Source: an optimization exercise on an open RTL-to-GDS flow (aim: small area and a short achievable clock period). Production flows keep margins and buffers that such runs may drop.
In this exercise RTL edits were held to simulation tests only and were not proved equivalent to the original.
Power figures rest on the tool's default switching activity, not on a simulated workload.

==> design.v <==
package sampler_pkg;
    localparam int N_CH       = 4;
    localparam int SAMPLE_W   = 14;
    localparam int CH_ID_W    = 2;
    localparam int CNT_W      = 8;
    localparam int FIFO_DEPTH = 16;
    localparam int FIFO_PTR_W = $clog2(FIFO_DEPTH);
    localparam int FIFO_CNT_W = FIFO_PTR_W + 1;      
    localparam int WORD_W     = 32;
    localparam int RSVD_W     = WORD_W - 2 - CH_ID_W - SAMPLE_W;
    localparam int ENTRY_W    = SAMPLE_W + 1;        
    localparam int OCC_W      = 9;                   
    typedef logic [SAMPLE_W-1:0] sample_t;
    typedef logic [CNT_W-1:0]    cnt_t;
    typedef logic [OCC_W-1:0]    occ_t;
    function automatic cnt_t cnt_dec(input cnt_t x);
        logic any_low;
        begin
            for (int i = 0; i < CNT_W; i++)
            begin
                any_low = 1'b0;
                for (int k = 0; k < i; k++)
                    any_low = any_low | x[k];
                cnt_dec[i] = any_low ? x[i] : ~x[i];
            end
        end
    endfunction
    function automatic logic sample_gt(input sample_t a, input sample_t b);
        logic [SAMPLE_W-1:0] gt;
        logic [SAMPLE_W-1:0] lt;
        int                  n;
        begin
            for (int i = 0; i < SAMPLE_W; i++)
            begin
                gt[i] = a[i] & ~b[i];
                lt[i] = ~a[i] & b[i];
            end
            n = SAMPLE_W;
            for (int step = 0; step < 4; step++)
            begin
                for (int i = 0; i < SAMPLE_W; i++)
                begin
                    if (2*i + 1 < n)
                    begin
                        gt[i] = gt[2*i+1] | (~lt[2*i+1] & gt[2*i]);
                        lt[i] = lt[2*i+1] | (~gt[2*i+1] & lt[2*i]);
                    end
                    else if (2*i < n)
                    begin
                        gt[i] = gt[2*i];
                        lt[i] = lt[2*i];
                    end
                end
                n = (n + 1) / 2;
            end
            sample_gt = gt[0];
        end
    endfunction
    function automatic logic occ_is(input occ_t j, input integer k);
        begin
            if (k == 0)
                occ_is = ~j[0] & ~j[OCC_W-1];
            else if (k < OCC_W)
                occ_is = j[k-1] & ~j[k];
            else if (k == OCC_W)
                occ_is = j[OCC_W-1] & j[0];
            else
                occ_is = ~j[k-OCC_W-1] & j[k-OCC_W];
        end
    endfunction
    typedef struct packed {
        logic               first;       
        logic               rsvd_hi;     
        logic [CH_ID_W-1:0] ch_id;       
        logic [RSVD_W-1:0]  rsvd_lo;     
        sample_t            sample;      
    } out_word_t;
    typedef enum logic {
        TRIG_GATE,
        TRIG_THRESH
    } trig_src_t;
endpackage
`timescale 1ns/1ps
module pulse_gen (
    input  logic              ADC_ENC,
    input  logic              i_rst_n,
    input  logic              i_start_rise,
    input  sampler_pkg::cnt_t i_delay,
    input  sampler_pkg::cnt_t i_width,
    output logic              o_pulse
);
    logic              busy;         
    sampler_pkg::cnt_t cnt;          
    logic              cnt_hi_z;
    logic              cnt_z;
    logic              cnt_one;
    assign cnt_hi_z = (cnt[7:1] == '0);
    assign cnt_z    = cnt_hi_z & ~cnt[0];
    assign cnt_one  = cnt_hi_z &  cnt[0];
    always_ff @(posedge ADC_ENC)
    begin
        if (!i_rst_n)
        begin
            busy    <= 1'b0;
            o_pulse <= 1'b0;
        end
        else if (!busy)
        begin
            busy <= i_start_rise;
        end
        else if (!o_pulse)
        begin
            if (cnt_z)
                o_pulse <= 1'b1;
        end
        else if (cnt_one)
        begin
            busy    <= 1'b0;
            o_pulse <= 1'b0;
        end
    end
    always_ff @(posedge ADC_ENC)
    begin
        if (!busy)
            cnt <= i_delay;
        else if (!o_pulse && cnt_z)
            cnt <= i_width;
        else
            cnt <= sampler_pkg::cnt_dec(cnt);
    end
endmodule
`timescale 1ns/1ps
module adc_trigger (
    input  logic                   ADC_ENC,
    input  logic                   i_rst_n,
    input  sampler_pkg::trig_src_t i_src,
    input  logic                   i_gate,
    input  logic                   i_gate_q,
    input  sampler_pkg::sample_t   i_sample,
    input  sampler_pkg::sample_t   i_threshold,
    output logic                   o_trig
);
    logic above;
    logic above_q;
    assign above = sampler_pkg::sample_gt(i_sample, i_threshold);
    always_ff @(posedge ADC_ENC)
    begin
        above_q <= above;
    end
    always_ff @(posedge ADC_ENC)
    begin
        if (!i_rst_n)
            o_trig <= 1'b0;
        else if (i_src == sampler_pkg::TRIG_GATE)
            o_trig <= i_gate & ~i_gate_q;
        else
            o_trig <= above & ~above_q;
    end
endmodule
`timescale 1ns/1ps
module adc_channel_rx (
    input  logic                             ADC_ENC,
    input  logic                             i_rst_n,
    input  logic                             i_wr_req,
    input  logic [sampler_pkg::ENTRY_W-1:0]  i_word,
    input  logic                             i_ch_en,
    input  logic                             i_read,
    output logic                             o_req,
    output logic [sampler_pkg::ENTRY_W-1:0]  o_data,
    output logic                             o_lost
);
    logic [sampler_pkg::ENTRY_W-1:0]    mem [0:sampler_pkg::FIFO_DEPTH-1];
    logic [sampler_pkg::FIFO_DEPTH:0]   occ;         
    logic [sampler_pkg::FIFO_DEPTH:0]   occ_more;
    logic [sampler_pkg::FIFO_DEPTH:0]   occ_less;
    logic                               full;
    logic                               do_wr;
    logic                               ne_next;
    assign full     = occ[sampler_pkg::FIFO_DEPTH];
    assign do_wr    = i_wr_req & ~full;
    assign occ_more = {occ[sampler_pkg::FIFO_DEPTH-1:0], 1'b0};     
    assign occ_less = {1'b0, occ[sampler_pkg::FIFO_DEPTH:1]};       
    always_comb
    begin
        o_data = '0;
        for (int i = 0; i < sampler_pkg::FIFO_DEPTH; i++)
            o_data = o_data | (mem[i] & {sampler_pkg::ENTRY_W{occ[i + 1]}});
    end
    assign ne_next = do_wr | ~(occ[0] | (occ[1] & i_read));
    always_ff @(posedge ADC_ENC)
    begin
        if (do_wr)
        begin
            mem[0] <= i_word;
            for (int i = 1; i < sampler_pkg::FIFO_DEPTH; i++)
                mem[i] <= mem[i-1];
        end
    end
    always_ff @(posedge ADC_ENC)
    begin
        if (!i_rst_n)
        begin
            occ    <= (sampler_pkg::FIFO_DEPTH+1)'(1);
            o_req  <= 1'b0;
            o_lost <= 1'b0;
        end
        else
        begin
            if (i_read)
                occ <= do_wr ? occ : occ_less;
            else
                occ <= do_wr ? occ_more : occ;
            o_req <= i_ch_en & ne_next;
            if (i_wr_req && full)
                o_lost <= 1'b1;      
        end
    end
endmodule
`timescale 1ns/1ps
module rr_arbiter (
    input  logic                                                   ADC_ENC,
    input  logic                                                   i_rst_n,
    input  logic [sampler_pkg::N_CH-1:0]                           i_req,
    input  logic [sampler_pkg::N_CH-1:0][sampler_pkg::ENTRY_W-1:0] i_data,
    output logic [sampler_pkg::N_CH-1:0]                           o_read,
    output logic                                                   o_out_valid,
    output sampler_pkg::out_word_t                                 o_out_data,
    input  logic                                                   i_out_ready
);
    logic [sampler_pkg::CH_ID_W-1:0] last_q;
    logic [sampler_pkg::N_CH-1:0]    gnt_oh;
    logic [sampler_pkg::CH_ID_W-1:0] gnt;
    logic [sampler_pkg::ENTRY_W-1:0] sel_data;
    logic [sampler_pkg::ENTRY_W-1:0] data_q;
    logic [sampler_pkg::ENTRY_W-1:0] data_h;
    logic [sampler_pkg::ENTRY_W-1:0] next_data;
    logic                            found;
    logic                            can_load;
    assign found    = |i_req;
    assign can_load = ~o_out_valid | i_out_ready;    
    always_comb
    begin
        gnt_oh = '0;
        for (int c = 0; c < sampler_pkg::N_CH; c++)
        begin
            logic blocked;
            blocked = 1'b0;
            for (int d = 1; d < sampler_pkg::N_CH; d++)
                if (last_q == sampler_pkg::CH_ID_W'((c - d + sampler_pkg::N_CH) % sampler_pkg::N_CH))
                    for (int e = 1; e < d; e++)
                        blocked = blocked | i_req[(c - e + sampler_pkg::N_CH) % sampler_pkg::N_CH];
            if (last_q == sampler_pkg::CH_ID_W'(c))
                for (int e = 1; e < sampler_pkg::N_CH; e++)
                    blocked = blocked | i_req[(c - e + sampler_pkg::N_CH) % sampler_pkg::N_CH];
            gnt_oh[c] = i_req[c] & ~blocked;
        end
    end
    always_comb
    begin
        gnt      = '0;
        sel_data = '0;
        for (int c = 0; c < sampler_pkg::N_CH; c++)
        begin
            if (gnt_oh[c])
                gnt = gnt | sampler_pkg::CH_ID_W'(c);
            sel_data = sel_data | (i_data[c] & {sampler_pkg::ENTRY_W{gnt_oh[c]}});
        end
    end
    assign o_read = can_load ? gnt_oh : '0;
    always_ff @(posedge ADC_ENC)
    begin
        if (!i_rst_n)
        begin
            last_q      <= '0;
            o_out_valid <= 1'b0;
        end
        else if (can_load)
        begin
            o_out_valid <= found;
            if (found)
                last_q <= gnt;
        end
    end
    always_ff @(posedge ADC_ENC)
    begin
        if (can_load && found)
            data_h <= sel_data;
    end
    always_comb
    begin
        next_data = data_h & {sampler_pkg::ENTRY_W{~can_load}};
        for (int c = 0; c < sampler_pkg::N_CH; c++)
            next_data = next_data | (i_data[c] & {sampler_pkg::ENTRY_W{o_read[c]}});
    end
    always_ff @(posedge ADC_ENC)
    begin
        data_q <= next_data;
    end
    always_comb
    begin
        o_out_data         = '0;
        o_out_data.first   = data_q[sampler_pkg::SAMPLE_W];
        o_out_data.ch_id   = last_q;
        o_out_data.sample  = data_q[sampler_pkg::SAMPLE_W-1:0];
    end
endmodule
`timescale 1ns/1ps
module ccpd_top (
    input  logic                                       ADC_ENC,
    input  logic                                       i_rst_n,
    input  logic                                       i_gate_start,
    input  sampler_pkg::cnt_t                          i_gate_delay,
    input  sampler_pkg::cnt_t                          i_gate_width,
    input  sampler_pkg::cnt_t                          i_inj_delay,
    input  sampler_pkg::cnt_t                          i_inj_width,
    input  sampler_pkg::cnt_t                          i_rec_len,
    input  sampler_pkg::trig_src_t                     i_trig_src,
    input  sampler_pkg::sample_t                       i_threshold,
    input  logic [sampler_pkg::N_CH-1:0][sampler_pkg::SAMPLE_W-1:0] i_adc_sample,
    input  logic [sampler_pkg::N_CH-1:0]               i_ch_en,
    input  logic                                       i_out_ready,
    output logic                                       o_ccpd_gate,
    output logic                                       o_ccpd_injection,
    output logic                                       o_out_valid,
    output sampler_pkg::out_word_t                     o_out_data,
    output logic [sampler_pkg::N_CH-1:0]               o_lost
);
    logic                   gate_pulse;
    logic                   gate_q;
    logic                   start_q;
    logic                   adc_trig;
    logic                   rec;
    logic                   first_q;
    sampler_pkg::cnt_t      rec_cnt;
    logic [sampler_pkg::N_CH-1:0]        ch_req;
    logic [sampler_pkg::N_CH-1:0]        ch_read;
    logic [sampler_pkg::N_CH-1:0][sampler_pkg::ENTRY_W-1:0] ch_data;
    assign o_ccpd_gate = gate_pulse;
    always_ff @(posedge ADC_ENC)
    begin
        if (!i_rst_n)
        begin
            start_q <= 1'b0;
            gate_q  <= 1'b0;
        end
        else
        begin
            start_q <= i_gate_start;
            gate_q  <= gate_pulse;
        end
    end
    pulse_gen gate_gen (
        .ADC_ENC      (ADC_ENC),
        .i_rst_n      (i_rst_n),
        .i_start_rise (i_gate_start & ~start_q),
        .i_delay      (i_gate_delay),
        .i_width      (i_gate_width),
        .o_pulse      (gate_pulse)
    );
    pulse_gen inj_gen (
        .ADC_ENC      (ADC_ENC),
        .i_rst_n      (i_rst_n),
        .i_start_rise (gate_pulse & ~gate_q),    
        .i_delay      (i_inj_delay),
        .i_width      (i_inj_width),
        .o_pulse      (o_ccpd_injection)
    );
    adc_trigger trig_unit (
        .ADC_ENC     (ADC_ENC),
        .i_rst_n     (i_rst_n),
        .i_src       (i_trig_src),
        .i_gate      (gate_pulse),
        .i_gate_q    (gate_q),
        .i_sample    (i_adc_sample[0]),      
        .i_threshold (i_threshold),
        .o_trig      (adc_trig)
    );
    always_ff @(posedge ADC_ENC)
    begin
        if (!i_rst_n)
            rec <= 1'b0;
        else if (!rec)
            rec <= adc_trig;
        else if (rec_cnt == sampler_pkg::cnt_t'(1))
            rec <= 1'b0;         
    end
    always_ff @(posedge ADC_ENC)
    begin
        first_q <= ~rec;         
        if (!rec)
            rec_cnt <= i_rec_len;
        else
            rec_cnt <= sampler_pkg::cnt_dec(rec_cnt);
    end
    for (genvar i = 0; i < sampler_pkg::N_CH; i++)
    begin : ch_gen
        adc_channel_rx rx (
            .ADC_ENC  (ADC_ENC),
            .i_rst_n  (i_rst_n),
            .i_wr_req (rec),
            .i_word   ({first_q, i_adc_sample[i]}),
            .i_ch_en  (i_ch_en[i]),
            .i_read   (ch_read[i]),
            .o_req    (ch_req[i]),
            .o_data   (ch_data[i]),
            .o_lost   (o_lost[i])
        );
    end
    rr_arbiter arbiter (
        .ADC_ENC     (ADC_ENC),
        .i_rst_n     (i_rst_n),
        .i_req       (ch_req),
        .i_data      (ch_data),
        .o_read      (ch_read),
        .o_out_valid (o_out_valid),
        .o_out_data  (o_out_data),
        .i_out_ready (i_out_ready)
    );
endmodule
==> flow/run.sh <==
#!/bin/bash
# Standard ORFS layout, with plain buffers on the ports, resizing not
# limited to the same cell footprint, and larger clock sink clusters
# without dummy loads.
set -euo pipefail
bash standard.sh MATCH_CELL_FOOTPRINT=0 \
    "BUFFER_PORTS_ARGS=-buffer_cell sky130_fd_sc_hd__buf_2" \
    "CTS_ARGS=-sink_clustering_enable -repair_clock_nets -dont_use_dummy_load -sink_clustering_size 25 -sink_clustering_max_diameter 120" \
    finish > standard_flow.log 2>&1
==> standard.sh <==
#!/bin/bash
# synth_recipe.tcl (not shown) runs the flow's synth.tcl, then flattens the netlist and writes it again
# the make line also repeats each setting of config.mk as NAME=value (left out here)
make -C /OpenROAD-flow-scripts/flow DESIGN_CONFIG=/design/flow/config.mk WORK_HOME=/design/flow/orfs CLKGATE_MAP_FILE= SYNTH_SCRIPT=/design/flow/synth_recipe.tcl "${@:-finish}"
==> config.mk <==
export PLATFORM = sky130hd
export DESIGN_NAME = ccpd_top
export DESIGN_NICKNAME = ccpd_top
export VERILOG_FILES = /design/flow/design.v
export SDC_FILE = /design/flow/constraint.sdc
export NUM_CORES = 4
export LEC_CHECK = 0
export ABC_CLOCK_PERIOD_IN_PS = 2400
export CAP_MARGIN = 20
export CORE_MARGIN = 2
export CORE_UTILIZATION = 70
export SETUP_SLACK_MARGIN = 3.7
export SLEW_MARGIN = 20
==> constraint.sdc <==
create_clock -name core_clock -period 6.0 [get_ports {ADC_ENC}]
set_input_delay 1.2000 -clock core_clock [delete_from_list [all_inputs] [get_ports {ADC_ENC}]]
set_output_delay 1.2000 -clock core_clock [all_outputs]
set_load 0.01 [all_outputs]
==> notes.md <==
-- layer usage --
layer	track usage, %	up-vias
li1	-	9878
met3	6.17	187
met4	10.7	2
met5	0	-
met1	48.3	11900
met2	49.3	1573
-- path summary, 6_finish.rpt --
check | startpoint | to | slack (ps) | cells past startpoint
setup reg to reg | ch_gen[0].rx.occ[12] | arbiter.data_q[1] | 3610 | 7
hold / removal | ch_gen[0].rx.mem[9][1] | ch_gen[0].rx.mem[10][1] | 450 | 0
setup / recovery | ch_gen[0].rx.occ[12] | arbiter.data_q[1] | 3610 | 7
hold reg to reg | ch_gen[0].rx.mem[9][1] | ch_gen[0].rx.mem[10][1] | 450 | 0
-- synth_stat cells (all sizes together) (16+ instances only) --
master / n / area, µm²
a21oi: 55 / 279
a221oi: 180 / 1580
a22o: 182 / 1600
a22oi: 149 / 1120
a31oi: 69 / 432
and3: 60 / 387
buf: 76 / 513
clkbuf: 118 / 504
dfxtp: 107 / 2140
edfxtp: 996 / 29900
inv: 17 / 63.8
mux2: 16 / 210
nand2: 90 / 338
nand3: 19 / 95.1
nor2: 22 / 82.6
o21ai: 46 / 238
or4: 16 / 169
-- placed cells by master (no fill, tap or decap), drive strengths merged, types with 12 or more instances in the layout --
master  count
buf       223
o22a       13
nand3      19
conb       15
inv        17
mux2       16
nor3       12
o21ai      46
clkbuf     52
o221ai     15
a221oi    180
nor2       25
a22o      182
a21oi      55
edfxtp    996
a22oi     149
or4        16
and3       60
nand2      91
a31oi      69
o221a      12
dfxtp     107
-- report_power, final --
| part | leakage, nW | switching (W) | internal [W] | total [W] |
|---|---|---|---|---|
| clock network | 0.616 | 0.00220 | 0.00149 | 0.00369 |
| registers | 10.0 | 0.000218 | 0.00874 | 0.00896 |
| logic | 3.21 | 0.000361 | 0.000156 | 0.000517 |
-- kinds of logic (layout without fill, tap and decap cells) --
logic type / count (synthesis) / in the layout / share of synthesized area [%]
AND/OR/NAND/NOR: 251 / 255 / 3.35
other: 1 / 16 / 0.00921
adder cells (fa/ha/maj): 6 / 6 / 0.147
AO/OA/AOI/OAI: 757 / 757 / 14.6
buffers and inverters: 211 / 292 / 2.65
XOR/XNOR: 3 / 3 / 0.0645
multiplexers: 16 / 16 / 0.516
flip-flops: 1103 / 1103 / 78.7
-- per-stage QoR --
step                worst slack (ps)  util [%]  std cells  hold slack [ps]
detailed placement              2570      72.7       3118              434
finish                          3610      78.1       3213              449
floorplan                        442         -       2362              427
global route                    3570      78.1       3213              462
global placement                2780      72.6       3118              428
CTS                             3580      76.7       3186              454
-- worst max-delay path, cell delays in order (launching register included) --
cell and delay, ps:
dfxtp_4 410, buf_4 220, a22o_1 230, a221oi_1 190
and3_1 190, a31oi_1 190, or4_4 590, mux2_2 270
-- sequential cells by signal, summed over array words and instances (netlist names), 2 cells and up, named ones only --
signal and cells:
ch_gen.rx.occ 68, ch_gen.rx.o_req 4, arbiter.data_h 15, ch_gen.rx.o_lost 4, arbiter.data_q 15, gate_gen.cnt 8, arbiter.last_q 2, rec_cnt 8
ch_gen.rx.mem 960, inj_gen.cnt 8
-- cell type report --
class	instances	area, µm²	area share [%]
Antenna cell	1	2.50	0.00556
Clock buffer	50	1250	2.78
Inverter	17	68.8	0.153
Multi-Input combinational cell	1052	8690	19.3
Sequential cell	1103	32300	71.7
Timing Repair Buffer	225	1750	3.89
Tap cell	765	957	2.13
-- timing repair --
action                                  CTS  global route
gates resized for setup                 256           109
hold buffers                              0             0
pin swaps                                24            34
endpoints found under the hold margin     0             0
endpoints found under the setup margin  753           489
buffers inserted                         15            24
cloned                                    3             2
==> reports/qor.txt <==
Layout cell share with drive strength beyond 1: 22.4%
Maximum clock path buffer count: 3
Hold Path Class: flip-flop to flip-flop
Post-synth cell types: 67
Final setup vio count: 0
Status: finished clean
Final min period: 2390 ps
Total Routing Usage GR: 32.4%
Vias per cell: 7.32
First-pass GRT wire length: 143000 µm
Total power: 0.0132 W
Routed Antenna Nets: 0
Layout area overhead: 10.4%
DIE WIDTH: 245 µm
Worst Max-Slew Pin Slew: 1090 ps
Final Hold Fails: 0
Clk slew on worst S/H paths: 100 ps
GRT overflow: 0
Die Height: 245 µm
Unrepaired setup endpoints after global routing: yes
Root buf cell: clkbuf_16
#FFs+latches synth: 1103
DP Area: 41800 µm²
Initial antenna violation count: 2
Largest net degree at the start of global routing: 147
Final HPWL DP: 57800 µm
WP data required: 6510 ps
Nets@finish: 2568
Wl on met1: 38700 µm
Top routing layer in use: met5
WL met3: 11100 µm
Peak supply drop: 0.000334 V
Period utilization: 39.9%
Port bufs: 142
Post-synth ARST share: 0%
Vias in the first global route: 22700
WL met2: 46200 µm
Pwr Density: 293 nW/µm²
GPL Wtd Cong: 0.862
Synth Cell Area: 40700 µm²
Row count: 88
Slew margin rel.: 27.1%
CP startpoint kind: flip-flop
Total negative slack: 0 ps
Initial cell density of the core: 70.7%
Critical path class: flip-flop to flip-flop
Yosys warns: 230
Num CTS Buffers: 50
Core Region: 57600 µm²
Avg Inst Size Synth: 17.3 µm²
Critical path peak fanout: 11
I/O pin cnt: 158
Fin area: 45000 µm²
Slew Limit Fails: 0
Drt first pass iters: 6
DRC viols: 0
Clk Latency, worst-skew pair: 630 ps
Cells after synthesis: 2348
Number of synthesized flops with an enable pin: 996
Top FF cell, synth: edfxtp_1
Seq/Total Area, Yosys: 78.7%
Worst EP arrival: 2900 ps
Initial drt markers: 3698
Die area: 60100 µm²
Max-cap viol count: 0
Total length of routed wires: 98800 µm
Vias after detailed routing: 23500
DR WL/cell: 30.7 µm
Number of fill cells in the layout: 3138
CTS tree: built
# H-tree levels: 2
Clock sink count: 1103
Clock Skew: 58.9 ps
CP endpoint kind: flip-flop
Highest clock rate: 0.418 GHz
Pleak: 13.8 nW

-- port drivers added, routing unchanged --
In the flow no input, the clock included, has a driving cell. The finished layout below was timed again as built, in two steps.
Step 1, drivers: a clkbuf_16 drives ADC_ENC and a buf_2 each remaining input, both assumed.
Step 2 adds t to the input delays and takes it off the output delays; t is the mean of the earliest and latest rising clock arrival at the registers after step 1. Input paths then give back, and output paths get back, about the clock's delay inside the block.
Three values: no drivers, after step 1, after step 2; two values: the first two.
t (ns): 0.665
slack for setup (ns): 3.606 / 3.568 / 3.189
pins driven straight from the clock port: 1
After both steps setup and hold are still met in this run. The setup slack of this run moves by -0.038 ns with the drivers and by -0.417 ns with both steps.
